Source: an optimization exercise on an open RTL-to-GDS flow (aim: small area, a short achievable clock period and few clock cycles per item). Production flows keep margins and buffers that such runs may drop. In this exercise RTL edits were held to simulation tests only and were not proved equivalent to the original. No activity file was given, so power comes from the tool's default toggle rates.

===== design/flow/design.v =====
`default_nettype none
package lru_pkg;
  localparam int KEY_SPACE_DEF  = 64;
  localparam int MAX_FRAMES_DEF = 8;
  localparam int              CFG_W     = 4;
  localparam logic [CFG_W-1:0] CFG_RESET = 4'd4;
endpackage
`default_nettype wire
`default_nettype none
`default_nettype wire
`default_nettype none
module lru_ctrl #(
  parameter  int KEY_SPACE  = lru_pkg::KEY_SPACE_DEF,
  parameter  int MAX_FRAMES = lru_pkg::MAX_FRAMES_DEF,
  localparam int KW         = $clog2(KEY_SPACE),
  localparam int CW         = $clog2(MAX_FRAMES + 1)
) (
  input  wire logic                      clk,
  input  wire logic                      rst_n,
  input  wire logic                      accept,
  input  wire logic [KW-1:0]             in_key,
  input  wire logic [$clog2(MAX_FRAMES)-1:0] limm1,
  output logic                           res_hit,
  output logic                           res_evicted,
  output logic [KW-1:0]                  res_evicted_key,
  output logic [CW-1:0]                  occupancy
);
  logic [KW-1:0]         list_r [MAX_FRAMES];
  logic [CW-1:0]         count_r;
  logic [MAX_FRAMES-1:0] vld;
  logic [MAX_FRAMES-1:0] match;
  logic [MAX_FRAMES-1:0] shift;
  logic                  hit;
  logic                  full;
  logic [KW-1:0]         tail_key;
  always_comb begin
    for (int i = 0; i < MAX_FRAMES; i++) begin
      vld[i]   = (count_r > CW'(i));
      match[i] = vld[i] && (list_r[i] == in_key);
    end
  end
  always_comb begin
    shift[0] = 1'b1;
    for (int i = 1; i < MAX_FRAMES; i++) begin
      shift[i] = shift[i-1] & ~match[i-1];
    end
  end
  assign hit  = |match;
  assign full = (count_r > CW'(limm1));
  always_comb begin
    tail_key = '0;
    for (int i = 0; i < MAX_FRAMES; i++) begin
      tail_key = tail_key | ({KW{count_r == CW'(i + 1)}} & list_r[i]);
    end
  end
  always_ff @(posedge clk) begin
    if (accept) begin
      list_r[0] <= in_key;
      for (int i = 1; i < MAX_FRAMES; i++) begin
        if (shift[i]) list_r[i] <= list_r[i-1];
      end
      res_hit         <= hit;
      res_evicted     <= ~hit & full;
      res_evicted_key <= {KW{~hit & full}} & tail_key;
    end
  end
  always_ff @(posedge clk) begin
    if (!rst_n) begin
      count_r <= '0;
    end else if (accept && !hit && !full) begin
      count_r <= CW'(count_r + 1'b1);
    end
  end
  assign occupancy = count_r;
endmodule
`default_nettype wire
`default_nettype none
module lru_page_reference_tracker_unit #(
  parameter  int KEY_SPACE  = lru_pkg::KEY_SPACE_DEF,
  parameter  int MAX_FRAMES = lru_pkg::MAX_FRAMES_DEF,
  localparam int KW         = $clog2(KEY_SPACE),
  localparam int CW         = $clog2(MAX_FRAMES + 1)
) (
  input  wire logic                      clk,
  input  wire logic                      rst_n,
  input  wire logic                      in_valid,
  output logic                           in_ready,
  input  wire logic [KW-1:0]             in_page_key,
  output logic                           out_valid,
  input  wire logic                      out_ready,
  output logic                           out_hit,
  output logic                           out_evicted,
  output logic [KW-1:0]                  out_evicted_key,
  output logic [CW-1:0]                  out_occupancy,
  input  wire logic                      cfg_valid,
  output logic                           cfg_ready,
  input  wire logic [lru_pkg::CFG_W-1:0] cfg_frames_in_use
);
  localparam int LW = $clog2(MAX_FRAMES);
  logic [LW-1:0] limm1_r;
  logic [LW-1:0] limm1_wr;
  logic          out_valid_r;
  logic          accept;
  always_comb begin
    if (cfg_frames_in_use == '0) begin
      limm1_wr = '0;
    end else if (cfg_frames_in_use > lru_pkg::CFG_W'(MAX_FRAMES)) begin
      limm1_wr = LW'(MAX_FRAMES - 1);
    end else begin
      limm1_wr = LW'(cfg_frames_in_use - 1'b1);
    end
  end
  assign cfg_ready = 1'b1;
  always_ff @(posedge clk) begin
    if (!rst_n) begin
      limm1_r <= LW'(lru_pkg::CFG_RESET - 1'b1);
    end else if (cfg_valid) begin
      limm1_r <= limm1_wr;
    end
  end
  assign in_ready = !out_valid_r || out_ready;
  assign accept   = in_valid && in_ready;
  lru_ctrl #(
    .KEY_SPACE  (KEY_SPACE),
    .MAX_FRAMES (MAX_FRAMES)
  ) u_ctrl (
    .clk             (clk),
    .rst_n           (rst_n),
    .accept          (accept),
    .in_key          (in_page_key),
    .limm1           (limm1_r),
    .res_hit         (out_hit),
    .res_evicted     (out_evicted),
    .res_evicted_key (out_evicted_key),
    .occupancy       (out_occupancy)
  );
  always_ff @(posedge clk) begin
    if (!rst_n) begin
      out_valid_r <= 1'b0;
    end else if (accept) begin
      out_valid_r <= 1'b1;
    end else if (out_ready) begin
      out_valid_r <= 1'b0;
    end
  end
  assign out_valid = out_valid_r;
endmodule
`default_nettype wire

===== design/flow/run.sh =====
#!/bin/bash
# synth_recipe.tcl (not shown) runs the flow's synth.tcl, then flattens the netlist and writes it again
# the make line also repeats each setting of config.mk as NAME=value (left out here)
make -C /OpenROAD-flow-scripts/flow DESIGN_CONFIG=/design/flow/config.mk WORK_HOME=/design/flow/orfs CLKGATE_MAP_FILE= SYNTH_SCRIPT=/design/flow/synth_recipe.tcl finish

===== design/flow/config.mk =====
export PLATFORM = sky130hd
export DESIGN_NAME = lru_page_reference_tracker_unit
export DESIGN_NICKNAME = lru_page_reference_tracker_unit
export VERILOG_FILES = /design/flow/design.v
export SDC_FILE = /design/flow/constraint.sdc
export NUM_CORES = 4
export LEC_CHECK = 0
export CAP_MARGIN = 20
export CORE_MARGIN = 2
export CORE_UTILIZATION = 40
export PLACE_DENSITY = 0.6
export SETUP_SLACK_MARGIN = 3
export SLEW_MARGIN = 20

===== design/flow/constraint.sdc =====
create_clock -name core_clock -period 5.5 [get_ports {clk}]
set_input_delay 1.1000 -clock core_clock [delete_from_list [all_inputs] [get_ports {clk}]]
set_output_delay 1.1000 -clock core_clock [all_outputs]
set_load 0.01 [all_outputs]

==> results of run 1 <==
-- final cells by class --
cell class,instances,area (µm²)
Timing Repair Buffer,43,510
Clock buffer,9,124
Inverter,16,60.1
Multi-Input combinational cell,170,1560
Sequential cell,64,1850
Tap cell,105,131
Fill cell,702,3890
Clock inverter,5,50.0
-- state kept, by name, indices dropped and copies added (netlist names) --
name / flops
u_ctrl.list_r: 48
u_ctrl.res_evicted_key: 6
u_ctrl.count_r: 4
limm1_r: 3
out_valid_r: 1
u_ctrl.res_evicted: 1
u_ctrl.res_hit: 1
-- layer usage --
metal / vias up / routed length, µm / track usage / part of all wire
li1: 1065 / - / - / -
met1: 1156 / 3710 / 0.280 / 0.44
met2: 126 / 3850 / 0.290 / 0.46
met3: 28 / 592 / 0.0490 / 0.070
met4: 0 / 286 / 0.104 / 0.034
met5: - / 0 / 0 / 0
-- cells in the final DEF (no fill, tap or decap), types with 4 or more instances in the layout --
master	n
sky130_fd_sc_hd__inv_1	12
sky130_fd_sc_hd__xor2_1	17
sky130_fd_sc_hd__mux2_2	8
sky130_fd_sc_hd__clkbuf_8	9
sky130_fd_sc_hd__xor2_2	7
sky130_fd_sc_hd__a22o_1	5
sky130_fd_sc_hd__nor4_1	4
sky130_fd_sc_hd__a21oi_1	10
sky130_fd_sc_hd__nand4_1	4
sky130_fd_sc_hd__buf_4	11
sky130_fd_sc_hd__nand2_1	9
sky130_fd_sc_hd__xnor2_1	22
sky130_fd_sc_hd__o21ai_0	5
sky130_fd_sc_hd__nor2_2	5
sky130_fd_sc_hd__clkdlybuf4s50_1	19
sky130_fd_sc_hd__edfxtp_1	56
sky130_fd_sc_hd__a221oi_1	5
sky130_fd_sc_hd__a222oi_1	6
sky130_fd_sc_hd__dfxtp_1	4
sky130_fd_sc_hd__ha_1	5
sky130_fd_sc_hd__buf_12	6
-- worst max-delay path by stage --
stage,from,slack [ps],cells after the start,endpoint
floorplan,in_page_key[2],2680,8,u_ctrl.res_evicted_key[0]
global placement,in_page_key[3],1700,7,u_ctrl.list_r[6][5]
detailed placement,in_page_key[3],1720,7,u_ctrl.list_r[6][5]
CTS,in_page_key[4],2910,7,u_ctrl.res_evicted_key[1]
global route,in_page_key[5],2890,8,u_ctrl.res_evicted_key[1]
finish,in_page_key[5],2910,8,u_ctrl.res_evicted_key[1]
-- worst max-delay path: stages --
cell,delay (ps)
sky130_fd_sc_hd__buf_12,120
sky130_fd_sc_hd__buf_12,120
sky130_fd_sc_hd__xnor2_1,120
sky130_fd_sc_hd__nand4_1,110
sky130_fd_sc_hd__o22ai_2,110
sky130_fd_sc_hd__a41o_2,280
sky130_fd_sc_hd__or4b_4,630
sky130_fd_sc_hd__a21oi_4,180
-- through the flow --
step	area [µm²]	cells	power (mW)	utilization
after floorplan	3480	266	0.720	-
after global placement	3740	384	0.777	0.457
after detailed placement	3740	384	0.776	0.457
after CTS	4160	405	1.17	0.509
after global routing	4290	412	1.22	0.524
final	4290	412	1.18	0.524
-- power groups by stage --
stage / logic, mW / registers (mW) / clock network, mW
floorplan: 0.120 / 0.600 / 0
global placement: 0.167 / 0.610 / 0
detailed placement: 0.166 / 0.610 / 0
CTS: 0.188 / 0.602 / 0.377
global route: 0.215 / 0.608 / 0.397
finish: 0.200 / 0.604 / 0.372
-- repair_timing --
item	4_1_cts	5_1_grt
cloned	2	0
buffers inserted	5	7
endpoints found under the setup margin	58	36
resized for setup	78	17
pin swaps	6	12
-- cells by family (layout without fill, tap and decap cells) --
| group | Yosys count | count (layout) | share of synthesized area |
|---|---|---|---|
| muxes | 11 | 11 | 0.0358 |
| adders and majority gates | 8 | 8 | 0.0298 |
| AOI/OAI and AO/OA | 50 | 50 | 0.113 |
| buffers and inverters | 32 | 73 | 0.0555 |
| xor gates and xnor gates | 48 | 48 | 0.125 |
| and+or+nand+nor | 52 | 52 | 0.0913 |
| other | 1 | 1 | 0.00112 |
| DFF | 64 | 64 | 0.549 |
==> metrics.md, run 1 <==
| Metric | Value |
|---|---|
| Predominant post-synthesis flop cell | sky130_fd_sc_hd__edfxtp_1 |
| Worst hold start | u_ctrl.list_r[2][1] |
| Number of antenna violations at the first check in global routing | 0 |
| Count of buffers inserted at the top-level ports | 28 |
| Horizontal die dimension | about 96 µm |
| Yosys top cell by area | sky130_fd_sc_hd__edfxtp_1 |
| Effective utilization at floorplan | 0.411 |
| Status | timing/DRC/antenna clean |
| Total clock buffers created by CTS | 9 |
| Ys async rst share | 0 |
| Cell internal power dissipation | 0.864 mW |
| Post-synth EDFFs | 56 |
| Actual transition at the worst max-transition pin | about 930 ps |
| Die boundary height | between 90 and 100 µm |
| Detailed Route WL | between 8000 and 9000 µm |
| Reg-to-reg slack, setup | approximately 3000 ps |
| Core footprint | between 8000 and 9000 µm² |
| Number of cell instances on the worst register-to-register path | 8 |
| Setup-violating endpoint count in the final report | 0 |
| Number of diodes | 0 |
| Share of the yosys chip area belonging to registers | 0.549 |
| Buffer cell driving the clock tree root | sky130_fd_sc_hd__clkbuf_8 |
| Share of the clock period used by the worst path | 0.471 |
| Switch Pwr | a little over 0.3 mW |
| Ratio of routed vias to standard cells | 5.76 |
| Clock-pin slew of the registers on the worst-case setup and hold paths | 70 ps |
| Synthesized net count | ~290 |
| Total negative slack for setup checks | 0 ps |
| Avg Synthesized Cell Area | about 13 µm² |
| DR WL/cell | around 20 µm |
| Leak Pwr | roughly 1.5 nW |
| Shortest clock period the worst path allows after layout | approximately 2600 ps |
| Cells taking the most area after synthesis | sky130_fd_sc_hd__edfxtp_1, sky130_fd_sc_hd__xor2_1, sky130_fd_sc_hd__xnor2_1 |
| Switching power as a share of total power | 0.265 |
| Global-route wire length before repair | 13100 µm |
| Power per unit of standard cell area | 274 nW/µm² |
| Count of endpoints failing hold in the final timing report | 0 |
| Number of instances in the synthesized netlist | roughly 270 |
| CTS tree | built |
| Area growth from synthesis to final layout | 27.7% |
| Hold slack | 492 ps |
| Endpoint of the worst register-to-register path | u_ctrl.res_evicted_key[1] |
| Router iterations before antenna repair | 5 |
| Number of clock sinks seen by CTS | 64 |
| Pins over their slew limit | 0 |
| Sort of element at the end of the critical path | flip-flop |
| Full die area | just over 9000 µm² |
| Residual overflow from global routing | 0 |
| Share of power burned in registers | 0.514 |
| Largest net degree at the start of global routing | 15 |
| Unrepaired setup endpoints after global routing | true |
| Tightest slew margin relative to the limit | 0.372 |
| Worst voltage drop across the vdd grid | about 0.00019 V |
| Kind of path behind the tightest hold check | flip-flop to flip-flop |
| Number of stages on the worst hold path | 0 |
| Final net count | ~330 |
| Post-detailed-placement half-perimeter wirelength | 5940 µm |
| Worst hold path endpoint | u_ctrl.list_r[3][1] |
| Rows | 33 |
| Most frequently used cell type in the post-synthesis netlist | sky130_fd_sc_hd__edfxtp_1 |
| Synthesized area | approximately 3400 µm² |
| Number of buffers added to fix hold violations after cts | 0 |
| Buffer depth of the longest clock path | 2 |
| Unique cell type count in the Yosys netlist | 51 |
| Most frequent cells after synthesis | sky130_fd_sc_hd__edfxtp_1, sky130_fd_sc_hd__xor2_1, sky130_fd_sc_hd__xnor2_1, sky130_fd_sc_hd__inv_1, sky130_fd_sc_hd__nand2_1 |
| Maximum clock skew at final layout | between 10 and 15 ps |
| Fraction of final layout cells sized beyond drive strength 1 | 0.296 |
| Count of vias placed by the detailed router | 2375 |
| Reg2Reg Launch Point | u_ctrl.count_r[0] |
| Top-level I/O count | 30 |
| Remaining design rule violation count | 0 |
| Combinational share of power | 0.170 |
| Worst setup slack after layout | 2910 ps |
| Maximum net fanout on the critical path | 7 |
| Number of global-route vias before repair | between 2000 and 2500 |
| Upper clock frequency limit | between 300 and 400 MHz |
| Setup Crit Path Kind | input port to flip-flop |
| All-Layer GR Usage | 0.201 |
| Violation count after the first detailed-route iteration | 194 |
| Count of state elements after synthesis | 64 |
| Sort of element at the start of the critical path | input port |
| Setup WS pre-CTS | between 1500 and 2000 ps |
| Share of power burned in the clock network | 0.316 |
| Maximum Capacitance Violations | 0 |
| Data arrival, critical path | 2780 ps |
| Total number of yosys warnings | 3 |
| Count of H-tree levels built during CTS | 3 |
| Worst skew pair latency | approximately 350 ps |
| Antenna-violating nets left | 0 |
| Critical path data required time | between 5000 and 6000 ps |
| Fraction of synthesized cell area taken by the top area cell type | 0.501 |
| Weighted congestion reported at the end of routability-driven placement | approximately 0.91 |
Testbench counts, summed over its fixed seeds: cycles 16,512, items 16,384.
==> run 2, diff against run 1 <==
==> design/flow/flow/run.sh (new file) <==
#!/bin/bash
# The standard layout, with ORFS's power recovery (downsizing of gates off the
# critical paths) enabled after global routing.
set -euo pipefail
export RECOVER_POWER=100
bash standard.sh > standard_flow.log 2>&1
==> design/flow/standard.sh (new file) <==
#!/bin/bash
# synth_recipe.tcl (not shown) runs the flow's synth.tcl, then flattens the netlist and writes it again
# the make line also repeats each setting of config.mk as NAME=value (left out here)
make -C /OpenROAD-flow-scripts/flow DESIGN_CONFIG=/design/flow/config.mk WORK_HOME=/design/flow/orfs CLKGATE_MAP_FILE= SYNTH_SCRIPT=/design/flow/synth_recipe.tcl "${@:-finish}"
removed: design/flow/run.sh
==> run 2 against run 1 <==
Sequential cell count is the same; area after synthesis did not move; count of clock-buffer cells in the layout is the same; via count shrank 0.21%; clock power about the same; utilization decreased by 2.2 points; combinational power fell by 9.5%; worst setup slack worse by 820 ps; sequential share of layout area up 1.8 points; power fell by 1.6%; synthesized cell count unchanged; largest cell class unchanged; largest power group unchanged.
==> metrics.md, run 2 <==
| Metric | Value |
|---|---|
| Fraction of synthesized cell area taken by the top area cell type | 0.501 (unchanged) |
| Critical path data required time | 5560 ps (was 5690 ps) |
| Ratio of routed vias to standard cells | 5.75 (was 5.76) |
| Buffer depth of the longest clock path | 2 (unchanged) |
| Post-layout power | 1.16 mW (was 1.18 mW) |
| Most common cell after layout, fill and taps aside | sky130_fd_sc_hd__edfxtp_1 (unchanged) |
| Ordered list of cells on the worst path | clkbuf_1 > xor2_2 > a2111oi_0 > nand3_1 > nand2_1 > or4b_1 > a21oi_1 (was buf_12 > buf_12 > xnor2_1 > nand4_1 > o22ai_2 > a41o_2 > or4b_4 > a21oi_4) |
| Number of antenna violations at the first check in global routing | 0 (unchanged) |
| Count of state elements after synthesis | 64 (unchanged) |
| DR WL/cell | 20.8 µm (was 20.5 µm) |
| Count of vias placed by the detailed router | 2370 (was 2375) |
| Total number of yosys warnings | 3 (unchanged) |
| Synthesized area | 3360 µm² (unchanged) |
| Most frequent cells in the layout | sky130_fd_sc_hd__edfxtp_1, sky130_fd_sc_hd__xnor2_1, sky130_fd_sc_hd__xor2_1, sky130_fd_sc_hd__dlygate4sd3_1, sky130_fd_sc_hd__inv_1 (was sky130_fd_sc_hd__edfxtp_1, sky130_fd_sc_hd__xnor2_1, sky130_fd_sc_hd__clkdlybuf4s50_1, sky130_fd_sc_hd__xor2_1, sky130_fd_sc_hd__inv_1) |
| Number of instances in the synthesized netlist | 266 (unchanged) |
| Multiplexer area fraction after synthesis | 0.0358 (unchanged) |
| Pins over their slew limit | 0 (unchanged) |
| Unrepaired setup endpoints after global routing | true (unchanged) |
| Full die area | 9140 µm² (unchanged) |
| Cells taking the most area after synthesis | sky130_fd_sc_hd__edfxtp_1, sky130_fd_sc_hd__xor2_1, sky130_fd_sc_hd__xnor2_1 (unchanged) |
| Filler cell count in the final layout | 731 (was 702) |
| Leak Pwr | 1.47 nW (was 1.51 nW) |
| Hold slack | 491 ps (was 492 ps) |
| Share of the clock period used by the worst path | 0.619 (was 0.471) |
| Count of buffers inserted at the top-level ports | 28 (unchanged) |
| Most frequently used cell type in the post-synthesis netlist | sky130_fd_sc_hd__edfxtp_1 (unchanged) |
| Setup-violating endpoint count in the final report | 0 (unchanged) |
| Count of endpoints failing hold in the final timing report | 0 (unchanged) |
| Slowest cell on the critical path | sky130_fd_sc_hd__a2111oi_0 (was sky130_fd_sc_hd__or4b_4) |
| Setup Crit Path Kind | input port to flip-flop (unchanged) |
| Sort of element at the end of the critical path | flip-flop (unchanged) |
| Data arrival, critical path | 3470 ps (was 2780 ps) |
| Worst skew pair latency | 350 ps (about the same) |
| Maximum clock skew at final layout | 10.6 ps (was 11.4 ps) |
| Area growth from synthesis to final layout | 22.4% (was 27.7%) |
| Maximum Capacitance Violations | 0 (unchanged) |
| Post-Layout Cell Count | 412 (unchanged) |
| Sort of element at the start of the critical path | input port (unchanged) |
| Weighted congestion reported at the end of routability-driven placement | 0.906 (unchanged) |
| Largest net degree at the start of global routing | 15 (unchanged) |
| Core footprint | 8180 µm² (unchanged) |
| Number of global-route vias before repair | 2355 (unchanged) |
| Maximum net fanout on the critical path | 9 (was 7) |
| Most flop-heavy register | u_ctrl.list_r (unchanged) |
| Kind of path behind the tightest hold check | flip-flop to flip-flop (unchanged) |
| Predominant post-synthesis flop cell | sky130_fd_sc_hd__edfxtp_1 (unchanged) |
| Actual transition at the worst max-transition pin | 1090 ps (was 934 ps) |
| All-Layer GR Usage | 0.201 (unchanged) |
| Ys async rst share | 0 (unchanged) |
| Unique cell type count in the Yosys netlist | 51 (unchanged) |
| Tightest slew margin relative to the limit | 0.267 (was 0.372) |
| Number of diodes | 0 (unchanged) |
| Worst voltage drop across the vdd grid | 0.000187 V (was 0.000188 V) |
| Antenna-violating nets left | 0 (unchanged) |
| Cell count after placement | 384 (unchanged) |
| Violation count after the first detailed-route iteration | 230 (was 194) |
| Buffer cell driving the clock tree root | sky130_fd_sc_hd__clkbuf_8 (unchanged) |
| Post-synth EDFFs | 56 (unchanged) |
| Area fraction in and, or, nand and nor cells after synthesis | 0.0913 (unchanged) |
| Power per unit of standard cell area | 281 nW/µm² (was 274 nW/µm²) |
| Detailed Route WL | 8560 µm (was 8430 µm) |
| Residual overflow from global routing | 0 (unchanged) |
| CTS tree | built (unchanged) |
| Fraction of final layout cells sized beyond drive strength 1 | 0.221 (was 0.296) |
| Dominant combinational cell family by area after synthesis | XOR/XNOR gates (unchanged) |
| Status | timing/DRC/antenna clean (unchanged) |
| Shortest clock period the worst path allows after layout | 3410 ps (was 2590 ps) |
| Total negative slack for setup checks | 0 ps (unchanged) |
| Clock-pin slew of the registers on the worst-case setup and hold paths | 70 ps (about the same) |
| Horizontal die dimension | 95.6 µm (unchanged) |
| Router iterations before antenna repair | 6 (was 5) |
| Final net count | 327 (unchanged) |
| Synth Area in XOR/XNOR | 0.125 (unchanged) |
| Share of the yosys chip area belonging to registers | 0.549 (unchanged) |
| Family with the most delay on the worst path | compound AO/OA/AOI/OAI gates (was simple AND/OR/NAND/NOR gates) |
| Post-synthesis adder-cell area fraction | 0.0298 (unchanged) |
| Compound-cell area share of the yosys netlist | 0.113 (unchanged) |
| Die boundary height | 95.6 µm (unchanged) |
| Biggest regs | u_ctrl.list_r x48, u_ctrl.res_evicted_key x6, u_ctrl.count_r x4 (unchanged) |
| Rows | 33 (unchanged) |
| Global-route wire length before repair | 13100 µm (unchanged) |
| Number of clock sinks seen by CTS | 64 (unchanged) |
| Yosys top cell by area | sky130_fd_sc_hd__edfxtp_1 (unchanged) |
| Effective utilization at floorplan | 0.411 (unchanged) |
| Upper clock frequency limit | 294 MHz (was 386 MHz) |
| Avg Synthesized Cell Area | 12.6 µm² (unchanged) |
| Most frequent cells after synthesis | sky130_fd_sc_hd__edfxtp_1, sky130_fd_sc_hd__xor2_1, sky130_fd_sc_hd__xnor2_1, sky130_fd_sc_hd__inv_1, sky130_fd_sc_hd__nand2_1 (unchanged) |
| Total clock buffers created by CTS | 9 (unchanged) |
| Core Util, Final | 0.503 (was 0.524) |
| Buffers and inverters on the worst path | 1 (was 2) |
| Remaining design rule violation count | 0 (unchanged) |
| Synthesized net count | 289 (unchanged) |
| Slowest Stage Delay on Critical Path | 820 ps (was 630 ps) |
| Max reg flops | 48 (unchanged) |
| Post-detailed-placement half-perimeter wirelength | 5940 µm (unchanged) |
| Top-level I/O count | 30 (unchanged) |
| Count of H-tree levels built during CTS | 3 (unchanged) |
-- run 2: repair_timing --
item,in CTS,in global routing
buffers inserted,5,7
pin swaps,6,12
resized for setup,78,17
gates cloned,2,0
hold buffers,0,0
endpoints found under the setup margin,58,36
-- run 2: cells by family (layout without fill, tap and decap cells) --
family	after synthesis	in the layout
AOI/OAI and AO/OA	50	50
xor gates and xnor gates	48	48
adders and majority gates	8	8
buffers and inverters	32	73
DFF	64	64
muxes	11	11
other	1	1
and+or+nand+nor	52	52
-- run 2: layout make-up --
| cell class | instances | area [µm²] | share of cell area |
|---|---|---|---|
| flip-flops and latches | 64 | 1850 | 0.449 |
| multi-input cells | 170 | 1480 | 0.360 |
| repair buffers | 43 | 420 | 0.102 |
| well taps | 105 | 131 | 0.0320 |
| clock buffers | 9 | 124 | 0.0301 |
| inverters | 16 | 60.1 | 0.0146 |
| clock inverters | 5 | 50.0 | 0.0122 |
-- run 2: worst register-to-register path: cells and delay by family, from the launching register on --
| kind | cells | cell delay [ps] |
|---|---|---|
| adders and majority gates | 1 | 240 |
| buffers and inverters | 1 | 130 |
| AOI/OAI and AO/OA | 2 | 950 |
| DFF | 1 | 530 |
| and+or+nand+nor | 3 | 710 |
-- run 2: final timing paths --
path	endpoint	start	cells past startpoint	slack [ps]
setup reg to reg	u_ctrl.res_evicted_key[1]	u_ctrl.count_r[0]	7	2660
hold / removal	u_ctrl.list_r[3][1]	u_ctrl.list_r[2][1]	0	490
setup / recovery	u_ctrl.res_evicted_key[1]	in_page_key[3]	7	2090
hold reg to reg	u_ctrl.list_r[3][1]	u_ctrl.list_r[2][1]	0	490
-- run 2: per-stage QoR --
step           worst slack (ps)  cell area (µm²)
6_report                   2090             4110
5_1_grt                    1910             4110
4_1_cts                    2910             4160
3_5_place_dp               1720             3740
3_3_place_gp               1700             3740
2_1_floorplan              2680             3480
-- run 2: report_power, final --
part	switching (mW)	internal, mW	total (mW)
sequential	0.0364	0.567	0.604
clock	0.171	0.200	0.371
combinational	0.0981	0.0831	0.181
total	0.306	0.850	1.16
-- run 2: routing by layer --
layer,vias to the layer above,wire length [µm],global-route usage,share of wire
li1,1057,-,-,-
met2,116,3910,0.290,0.46
met5,-,0,0,0
met3,23,597,0.0490,0.070
met1,1174,3800,0.280,0.44
met4,0,260,0.104,0.030
==> run 3, diff against run 2 <==
==> design/flow/flow/run.sh (replaced) <==
#!/bin/bash
# The standard layout (the standard.sh) with two changes to buffering:
# the port buffers ORFS inserts before global placement use a small plain
# buffer cell, and clock tree synthesis builds its tree from clkbuf_4 cells under
# a clkbuf_8 root (the tree is otherwise built as ORFS builds it).
set -euo pipefail
export BUFFER_PORTS_ARGS="-buffer_cell sky130_fd_sc_hd__buf_1"
export CTS_ARGS="-sink_clustering_enable -repair_clock_nets -buf_list sky130_fd_sc_hd__clkbuf_4 -root_buf sky130_fd_sc_hd__clkbuf_8"
bash standard.sh > standard_flow.log 2>&1
==> run 3 against run 2 <==
Count of clock-buffer cells in the layout unchanged; combinational power about the same; routed wire length decreased by 7.4%; critical endpoint unchanged.
==> metrics.md, run 3 <==
| Metric | Value |
|---|---|
| All-Layer GR Usage | 0.190 (was 0.201) |
| Synth Area in XOR/XNOR | 0.125 (unchanged) |
| Total clock buffers created by CTS | 9 (unchanged) |
| Number of buffers added to fix hold violations after cts | 0 (unchanged) |
| Shortest clock period the worst path allows after layout | 2550 ps (was 3410 ps) |
| Ratio of routed vias to standard cells | 5.55 (was 5.75) |
| Number of global-route vias before repair | 2209 (was 2355) |
| Share of the clock period used by the worst path | 0.464 (was 0.619) |
| Setup-violating endpoint count in the final report | 0 (unchanged) |
| Buffer depth of the longest clock path | 2 (unchanged) |
| Ys async rst share | 0 (unchanged) |
| Endpoint of the worst register-to-register path | u_ctrl.res_evicted_key[1] (unchanged) |
| Max reg flops | 48 (unchanged) |
| Most frequent cells after synthesis | sky130_fd_sc_hd__edfxtp_1, sky130_fd_sc_hd__xor2_1, sky130_fd_sc_hd__xnor2_1, sky130_fd_sc_hd__inv_1, sky130_fd_sc_hd__nand2_1 (unchanged) |
| Tightest slew margin relative to the limit | 0.452 (was 0.267) |
| DR WL/cell | 19.3 µm (was 20.8 µm) |
| Number of antenna violations at the first check in global routing | 0 (unchanged) |
| Rows | 33 (unchanged) |
| Sort of element at the end of the critical path | flip-flop (unchanged) |
| Final net count | 324 (was 327) |
| Global-route wire length before repair | 12200 µm (was 13100 µm) |
| Count of H-tree levels built during CTS | 3 (unchanged) |
| Total number of yosys warnings | 3 (unchanged) |
| Worst skew pair latency | 360 ps (was 350 ps) |
| CTS tree | built (unchanged) |
| Setup Crit Path Kind | input port to flip-flop (unchanged) |
| Number of clock sinks seen by CTS | 64 (unchanged) |
| Count of vias placed by the detailed router | 2283 (was 2370) |
| Effective utilization at floorplan | 0.411 (unchanged) |
| Filler cell count in the final layout | 733 (was 731) |
| Post-synthesis adder-cell area fraction | 0.0298 (unchanged) |
| Worst hold path endpoint | u_ctrl.list_r[3][1] (unchanged) |
| Full die area | 9140 µm² (unchanged) |
| Core footprint | 8180 µm² (unchanged) |
| Most frequently used cell type in the post-synthesis netlist | sky130_fd_sc_hd__edfxtp_1 (unchanged) |
| Share of the yosys chip area belonging to registers | 0.549 (unchanged) |
| Synthesized area | 3360 µm² (unchanged) |
| Post-detailed-placement half-perimeter wirelength | 5850 µm (was 5940 µm) |
| Most flop-heavy register | u_ctrl.list_r (unchanged) |
| Count of endpoints failing hold in the final timing report | 0 (unchanged) |
| Compound-cell area share of the yosys netlist | 0.113 (unchanged) |
| Number of cell instances on the worst register-to-register path | 8 (was 7) |
| Fraction of synthesized cell area taken by the top area cell type | 0.501 (unchanged) |
| Count of state elements after synthesis | 64 (unchanged) |
| Clock-pin slew of the registers on the worst-case setup and hold paths | 70 ps (about the same) |
| Violation count after the first detailed-route iteration | 255 (was 230) |
| Number of stages on the worst hold path | 0 (unchanged) |
| Unique cell type count in the Yosys netlist | 51 (unchanged) |
| Weighted congestion reported at the end of routability-driven placement | 0.881 (was 0.906) |
| Critical path data required time | 5700 ps (was 5560 ps) |
| Biggest regs | u_ctrl.list_r x48, u_ctrl.res_evicted_key x6, u_ctrl.count_r x4 (unchanged) |
| Detailed Route WL | 7930 µm (was 8560 µm) |
| Slowest Stage Delay on Critical Path | 600 ps (was 820 ps) |
| Synthesized net count | 289 (unchanged) |
| Maximum clock skew at final layout | 9.80 ps (was 10.6 ps) |
| Upper clock frequency limit | 392 MHz (was 294 MHz) |
| Pins over their slew limit | 0 (unchanged) |
| Reg2Reg Launch Point | u_ctrl.count_r[1] (was u_ctrl.count_r[0]) |
| Kind of path behind the tightest hold check | flip-flop to flip-flop (unchanged) |
| Worst hold start | u_ctrl.list_r[2][1] (unchanged) |
| Area fraction in and, or, nand and nor cells after synthesis | 0.0913 (unchanged) |
| Router iterations before antenna repair | 7 (was 6) |
| Avg Synthesized Cell Area | 12.6 µm² (unchanged) |
| Remaining design rule violation count | 0 (unchanged) |
| Total negative slack for setup checks | 0 ps (unchanged) |
| Worst voltage drop across the vdd grid | 0.000188 V (was 0.000187 V) |
| Multiplexer area fraction after synthesis | 0.0358 (unchanged) |
| Dominant combinational cell family by area after synthesis | XOR/XNOR gates (unchanged) |
| Yosys top cell by area | sky130_fd_sc_hd__edfxtp_1 (unchanged) |
| Sort of element at the start of the critical path | input port (unchanged) |
| Horizontal die dimension | 95.6 µm (unchanged) |
| Hold slack | 501 ps (was 491 ps) |
| Most common cell after layout, fill and taps aside | sky130_fd_sc_hd__edfxtp_1 (unchanged) |
| Post-synth EDFFs | 56 (unchanged) |
| Cells taking the most area after synthesis | sky130_fd_sc_hd__edfxtp_1, sky130_fd_sc_hd__xor2_1, sky130_fd_sc_hd__xnor2_1 (unchanged) |
| Setup WS pre-CTS | 2040 ps (was 1720 ps) |
| Area growth from synthesis to final layout | 22.0% (was 22.4%) |
| Largest net degree at the start of global routing | 29 (was 15) |
| Worst setup slack after layout | 2950 ps (was 2090 ps) |
| Antenna-violating nets left | 0 (unchanged) |
| Actual transition at the worst max-transition pin | 815 ps (was 1090 ps) |
| Predominant post-synthesis flop cell | sky130_fd_sc_hd__edfxtp_1 (unchanged) |
| Fraction of final layout cells sized beyond drive strength 1 | 0.281 (was 0.221) |
| Slowest cell on the critical path | sky130_fd_sc_hd__or4b_4 (was sky130_fd_sc_hd__a2111oi_0) |
| Maximum net fanout on the critical path | 9 (unchanged) |
| Leak Pwr | 1.44 nW (was 1.47 nW) |
| Buffer cell driving the clock tree root | sky130_fd_sc_hd__clkbuf_8 (unchanged) |
| Die boundary height | 95.6 µm (unchanged) |
| Reg-to-reg slack, setup | 3010 ps (was 2660 ps) |
| Most frequent cells in the layout | sky130_fd_sc_hd__edfxtp_1, sky130_fd_sc_hd__xnor2_1, sky130_fd_sc_hd__buf_1, sky130_fd_sc_hd__xor2_1, sky130_fd_sc_hd__inv_1 (was sky130_fd_sc_hd__edfxtp_1, sky130_fd_sc_hd__xnor2_1, sky130_fd_sc_hd__xor2_1, sky130_fd_sc_hd__dlygate4sd3_1, sky130_fd_sc_hd__inv_1) |
| Maximum Capacitance Violations | 0 (unchanged) |
| Unrepaired setup endpoints after global routing | true (unchanged) |
| Ordered list of cells on the worst path | buf_12 > xor2_2 > nor4_2 > and4_4 > or3_4 > or4b_4 > a21oi_4 (was clkbuf_1 > xor2_2 > a2111oi_0 > nand3_1 > nand2_1 > or4b_1 > a21oi_1) |
| Power per unit of standard cell area | 277 nW/µm² (was 281 nW/µm²) |
| Count of buffers inserted at the top-level ports | 28 (unchanged) |
| Residual overflow from global routing | 0 (unchanged) |
| Number of diodes | 0 (unchanged) |
| Status | timing/DRC/antenna clean (unchanged) |
| Data arrival, critical path | 2760 ps (was 3470 ps) |
| Number of instances in the synthesized netlist | 266 (unchanged) |
| Top-level I/O count | 30 (unchanged) |
## run 3: critical path, delay by kind of cell
family / cells / cell delay (ps)
AOI/OAI and AO/OA: 1 / 170
xor gates and xnor gates: 1 / 170
buffers and inverters: 1 / 110
and+or+nand+nor: 4 / 1210
## run 3: timing repair
item	4_1_cts	5_1_grt
gates resized for setup	42	15
pin swaps	3	8
cloned	1	0
buffers inserted	7	3
setup endpoints to repair	49	34
## run 3: cells by family after synthesis
logic type,count (synthesis)
muxes,11
xor gates and xnor gates,48
DFF,64
AOI/OAI and AO/OA,50
adders and majority gates,8
and+or+nand+nor,52
buffers and inverters,32
other,1
## run 3: power by group
part           leakage (nW)  switching (mW)  total (mW)  internal, mW
clock network        0.0926           0.187       0.350         0.163
registers             0.611          0.0347       0.602         0.567
logic                 0.736           0.101       0.184        0.0833
total                  1.44           0.322        1.14         0.814
## run 3: how the worst max path moves through the flow
stage              startpoint                        end  slack [ps]
2_1_floorplan  in_page_key[2]  u_ctrl.res_evicted_key[0]        2680
3_3_place_gp   in_page_key[4]        u_ctrl.list_r[6][3]        2060
3_5_place_dp   in_page_key[3]        u_ctrl.list_r[6][0]        2040
4_1_cts        in_page_key[4]  u_ctrl.res_evicted_key[1]        2930
5_1_grt        in_page_key[1]  u_ctrl.res_evicted_key[1]        2910
6_report       in_page_key[1]  u_ctrl.res_evicted_key[1]        2950
## run 3: stage by stage
stage	cell area (µm²)	utilization	std cells	total power, mW
after floorplan	3480	-	266	0.720
after global placement	3560	0.436	384	0.760
after detailed placement	3560	0.436	384	0.762
after CTS	3990	0.488	408	1.13
after global routing	4100	0.501	411	1.19
final	4100	0.501	411	1.14
## run 3: layout make-up
| class | instances | area (µm²) | area share |
|---|---|---|---|
| clock inverters | 7 | 42.5 | 0.0104 |
| inverters | 16 | 60.1 | 0.0147 |
| flip-flops and latches | 64 | 1840 | 0.450 |
| clock buffers | 9 | 124 | 0.0302 |
| repair buffers | 40 | 324 | 0.0791 |
| well taps | 105 | 131 | 0.0321 |
| multi-input cells | 170 | 1570 | 0.384 |
## run 3: metal layers
metal	part of all wire	GRT usage	vias up
met2	0.48	0.290	78
li1	-	-	1060
met3	0.057	0.0601	14
met1	0.45	0.255	1131
met5	0	0	-
met4	0.019	0.0690	0
==> run 4, diff against run 3 <==
--- a/design/flow/design.v
+++ b/design/flow/design.v
@@ -33,6 +33,7 @@
   logic                  hit;
   logic                  full;
   logic [KW-1:0]         tail_key;
+  logic [KW-1:0]         tail_r;
   always_comb begin
     for (int i = 0; i < MAX_FRAMES; i++) begin
       vld[i]   = (count_r > CW'(i));
@@ -61,7 +62,7 @@
       end
       res_hit         <= hit;
       res_evicted     <= ~hit & full;
-      res_evicted_key <= {KW{~hit & full}} & tail_key;
+      tail_r          <= tail_key;
     end
   end
   always_ff @(posedge clk) begin
@@ -71,7 +72,8 @@
       count_r <= CW'(count_r + 1'b1);
     end
   end
-  assign occupancy = count_r;
+  assign res_evicted_key = {KW{res_evicted}} & tail_r;
+  assign occupancy       = count_r;
 endmodule
 `default_nettype wire
 `default_nettype none
==> design/flow/flow/run.sh (replaced) <==
#!/bin/bash
# The standard layout (the standard.sh) with two changes to buffering:
# the port buffers ORFS inserts before global placement use a small plain
# buffer cell, and clock tree synthesis builds its tree from clkbuf_16 cells under
# a clkbuf_16 root, in clusters of up to 32 sinks and without dummy loads.
set -euo pipefail
export BUFFER_PORTS_ARGS="-buffer_cell sky130_fd_sc_hd__buf_1"
export CTS_ARGS="-sink_clustering_enable -repair_clock_nets -dont_use_dummy_load -sink_clustering_size 32 -sink_clustering_max_diameter 150 -buf_list sky130_fd_sc_hd__clkbuf_16 -root_buf sky130_fd_sc_hd__clkbuf_16"
bash standard.sh > standard_flow.log 2>&1
--- a/design/flow/config.mk
+++ b/design/flow/config.mk
@@ -11,3 +11,4 @@
 export PLACE_DENSITY = 0.6
 export SETUP_SLACK_MARGIN = 3
 export SLEW_MARGIN = 20
+export TNS_END_PERCENT = 0
==> run 4 against run 3 <==
Sequential power grew 2%; register-to-register slack better by 60 ps; cell count grew 0.73%; largest cell class unchanged; synthesized cell count up 4.1%; via count increased by 4.9%; clock power increased by 29%; design area fell by 3.8%; area after synthesis shrank 1.0%; first-iteration DRC count up 39%; sequential cell count stayed put; routed wire length rose by 1.4%.
==> metrics.md, run 4 <==
| Metric | Value |
|---|---|
| Maximum clock skew at final layout | 14.0 ps (was 9.80 ps) |
| Share of the clock period used by the worst path | 0.458 (was 0.464) |
| Synthesized net count | 301 (was 289) |
| Tightest slew margin relative to the limit | 0.485 (was 0.452) |
| Setup-violating endpoint count in the final report | 0 (unchanged) |
| Maximum Capacitance Violations | 0 (unchanged) |
| Post-layout power | 1.23 mW (was 1.14 mW) |
| Post-detailed-placement half-perimeter wirelength | 5900 µm (was 5850 µm) |
| Worst voltage drop across the vdd grid | 0.000172 V (was 0.000188 V) |
| Count of vias placed by the detailed router | 2394 (was 2283) |
| Detailed Route WL | 8040 µm (was 7930 µm) |
| Global-route met3 utilization | 0.0561 (was 0.0601) |
| Ys async rst share | 0 (unchanged) |
| Weighted congestion reported at the end of routability-driven placement | 1.06 (was 0.881) |
| Status | timing/DRC/antenna clean (unchanged) |
| Total number of yosys warnings | 3 (unchanged) |
| Max reg flops | 48 (unchanged) |
| Actual transition at the worst max-transition pin | 767 ps (was 815 ps) |
| Share of the yosys chip area belonging to registers | 0.554 (was 0.549) |
| Upper clock frequency limit | 397 MHz (was 392 MHz) |
| Number of global-route vias before repair | 2243 (was 2209) |
| Count of buffers inserted at the top-level ports | 28 (unchanged) |
| Maximum net fanout on the critical path | 3 (was 9) |
| Antenna-violating nets left | 0 (unchanged) |
| CTS tree | built (unchanged) |
| Buffer cell driving the clock tree root | sky130_fd_sc_hd__clkbuf_16 (was sky130_fd_sc_hd__clkbuf_8) |
| Most flop-heavy register | u_ctrl.list_r (unchanged) |
| Shortest clock period the worst path allows after layout | 2520 ps (was 2550 ps) |
| Violation count after the first detailed-route iteration | 355 (was 255) |
| Kind of path behind the tightest hold check | flip-flop to flip-flop (unchanged) |
| All-Layer GR Usage | 0.192 (was 0.190) |
| Count of state elements after synthesis | 64 (unchanged) |
| Die boundary height | 95.1 µm (was 95.6 µm) |
| Biggest regs | u_ctrl.list_r x48, u_ctrl.tail_r x6, u_ctrl.count_r x4 (was u_ctrl.list_r x48, u_ctrl.res_evicted_key x6, u_ctrl.count_r x4) |
| Power per unit of standard cell area | 312 nW/µm² (was 277 nW/µm²) |
| Area growth from synthesis to final layout | 18.6% (was 22.0%) |
| Core Util, Final | 0.484 (was 0.501) |
| Fraction of synthesized cell area taken by the top area cell type | 0.506 (was 0.501) |
| Ratio of routed vias to standard cells | 5.78 (was 5.55) |
| Predominant post-synthesis flop cell | sky130_fd_sc_hd__edfxtp_1 (unchanged) |
| Yosys top cell by area | sky130_fd_sc_hd__edfxtp_1 (unchanged) |
| Count of H-tree levels built during CTS | 3 (unchanged) |
| Met1 capacity usage during global routing | 0.255 (about the same) |
| Data arrival, critical path | 1420 ps (was 2760 ps) |
| Number of buffers added to fix hold violations after cts | 0 (unchanged) |
| Unrepaired setup endpoints after global routing | true (unchanged) |
| Global-route wire length before repair | 12500 µm (was 12200 µm) |
| Avg Synthesized Cell Area | 12.0 µm² (was 12.6 µm²) |
| Sort of element at the end of the critical path | primary output (was flip-flop) |
| Most frequently used cell type in the post-synthesis netlist | sky130_fd_sc_hd__edfxtp_1 (unchanged) |
| Setup Crit Path Kind | input port to primary output (was input port to flip-flop) |
| Rows | 33 (unchanged) |
| Core footprint | 8130 µm² (was 8180 µm²) |
| Effective utilization at floorplan | 0.408 (was 0.411) |
| Sort of element at the start of the critical path | input port (unchanged) |
| Cells taking the most area after synthesis | sky130_fd_sc_hd__edfxtp_1, sky130_fd_sc_hd__xor2_1, sky130_fd_sc_hd__xnor2_1 (unchanged) |
| Most common cell after layout, fill and taps aside | sky130_fd_sc_hd__edfxtp_1 (unchanged) |
| DR WL/cell | 19.4 µm (was 19.3 µm) |
| Met2 track demand over resource | 0.292 (was 0.290) |
| Number of instances in the synthesized netlist | 277 (was 266) |
| Pins over their slew limit | 0 (unchanged) |
| Synthesized area | 3320 µm² (was 3360 µm²) |
| Leak Pwr | 1.39 nW (was 1.44 nW) |
| Critical path data required time | 4400 ps (was 5700 ps) |
| Number of clock sinks seen by CTS | 64 (unchanged) |
| Router iterations before antenna repair | 5 (was 7) |
| Total negative slack for setup checks | 0 ps (unchanged) |
| Post-synth EDFFs | 56 (unchanged) |
| Total clock buffers created by CTS | 9 (unchanged) |
| Count of endpoints failing hold in the final timing report | 0 (unchanged) |
| Residual overflow from global routing | 0 (unchanged) |
| Buffer depth of the longest clock path | 2 (unchanged) |
| Full die area | 9050 µm² (was 9140 µm²) |
| Top-level I/O count | 30 (unchanged) |
| Largest net degree at the start of global routing | 27 (was 29) |
| Horizontal die dimension | 95.1 µm (was 95.6 µm) |
| Remaining design rule violation count | 0 (unchanged) |
| Most frequent cells in the layout | sky130_fd_sc_hd__edfxtp_1, sky130_fd_sc_hd__xor2_1, sky130_fd_sc_hd__xnor2_1, sky130_fd_sc_hd__buf_1, sky130_fd_sc_hd__inv_1 (was sky130_fd_sc_hd__edfxtp_1, sky130_fd_sc_hd__xnor2_1, sky130_fd_sc_hd__buf_1, sky130_fd_sc_hd__xor2_1, sky130_fd_sc_hd__inv_1) |
| Most frequent cells after synthesis | sky130_fd_sc_hd__edfxtp_1, sky130_fd_sc_hd__xor2_1, sky130_fd_sc_hd__xnor2_1, sky130_fd_sc_hd__inv_1, sky130_fd_sc_hd__a21oi_1 (was sky130_fd_sc_hd__edfxtp_1, sky130_fd_sc_hd__xor2_1, sky130_fd_sc_hd__xnor2_1, sky130_fd_sc_hd__inv_1, sky130_fd_sc_hd__nand2_1) |
| Number of antenna violations at the first check in global routing | 0 (unchanged) |
| Number of diodes | 0 (unchanged) |
| Unique cell type count in the Yosys netlist | 43 (was 51) |
| Clock-pin slew of the registers on the worst-case setup and hold paths | 50 ps (was 70 ps) |
| Fraction of final layout cells sized beyond drive strength 1 | 0.155 (was 0.281) |
| Worst skew pair latency | 330 ps (was 360 ps) |
| Top Usage Layer GRT | met2 (unchanged) |
| Final net count | 335 (was 324) |
## run 4: repair_timing
item | in CTS | in global routing
endpoints found under the setup margin | 49 | 32
buffers inserted | 4 | 4
gates resized for setup | 20 | 21
pin swaps | 1 | 5
## run 4: layout make-up
type                    instances  area (µm²)
multi-input cells             186        1460
repair buffers                 36         221
inverters                      14        52.6
fillers                       726        4200
well taps                     105         131
flip-flops and latches         64        1850
clock buffers                   9         225
## run 4: cell families after synthesis
logic type	share of synthesized area
buffers and inverters	0.0380
flip-flops	0.554
AND/OR/NAND/NOR	0.122
adder cells (fa/ha/maj)	0.0339
AO/OA/AOI/OAI	0.105
multiplexers	0.0154
other	0.00113
XOR/XNOR	0.129
## run 4: power by group
part	internal (mW)	switching, mW	leakage (nW)
Sequential	0.574	0.0404	0.612
Combinational	0.0702	0.0923	0.667
Clock	0.284	0.167	0.111
## run 4: metal layers
metal / wire, µm / share of wire / up-vias
li1: - / - / 1078
met1: 3230 / 0.40 / 1118
met2: 3660 / 0.45 / 162
met3: 808 / 0.10 / 36
met4: 338 / 0.042 / 0
met5: 0 / 0 / -
## run 4: stage by stage
stage | area, µm² | setup slack [ps] | hold slack [ps] | cells
floorplan | 3400 | 2760 | 465 | 277
CTS | 3820 | 2980 | 500 | 410
finish | 3940 | 2980 | 506 | 414
detailed placement | 3500 | 1990 | 495 | 397
global route | 3940 | 2960 | 523 | 414
global placement | 3500 | 2100 | 493 | 397
## run 4: worst max-delay path: stages
cell and delay [ps]:
sky130_fd_sc_hd__buf_1 70, sky130_fd_sc_hd__nand2b_4 140, sky130_fd_sc_hd__buf_6 120
## run 4: worst paths after layout
path                       startpoint  slack [ps]  depth (start not counted)                   to
hold / removal    u_ctrl.list_r[2][3]         510                          0  u_ctrl.list_r[3][3]
hold reg to reg   u_ctrl.list_r[2][3]         510                          0  u_ctrl.list_r[3][3]
setup reg to reg    u_ctrl.count_r[2]        3070                          6   u_ctrl.res_evicted
setup / recovery            out_ready        2980                          3             in_ready
Testbench counts of run 4, summed over its fixed seeds: cycles 16,512, items 16,384.

## separate check: timing with driven ports
No port has a modelled driver above. Below, the same layouts with a new extraction and two added sets of constraints. Step 1 sets driving cells, clkbuf_16 on the clock port and buf_2 on the other inputs (assumed; they add their load-dependent delay and slew). Step 2 adds t to the input delays and takes it off the output delays; t is the mean of the earliest and latest rising clock arrival at the registers after step 1. Input paths then give back, and output paths get back, about the clock's delay inside the block. a / b / c = no drivers / after step 1 / after step 2; a / b = the first two.
run	t (ns)	setup slack, ns	worst setup path after step 2	worst register clock-pin slew, ns	worst data-port slew with drivers (ns)
run 1	0.372	2.911 / 2.819 / 2.446	input to register	0.07 / 0.07	0.15
run 2	0.372	2.095 / 2.100 / 1.728	input to register	0.07 / 0.07	0.10
run 3	0.382	2.946 / 2.824 / 2.442	input to register	0.07 / 0.07	0.15
run 4	0.357	2.980 / 2.956 / 2.672	input to register	0.05 / 0.05	0.05
After both steps every run listed still meets setup and hold. The setup slack of run 3, which loses most, moves by -0.122 ns with the drivers and by -0.504 ns with both steps.
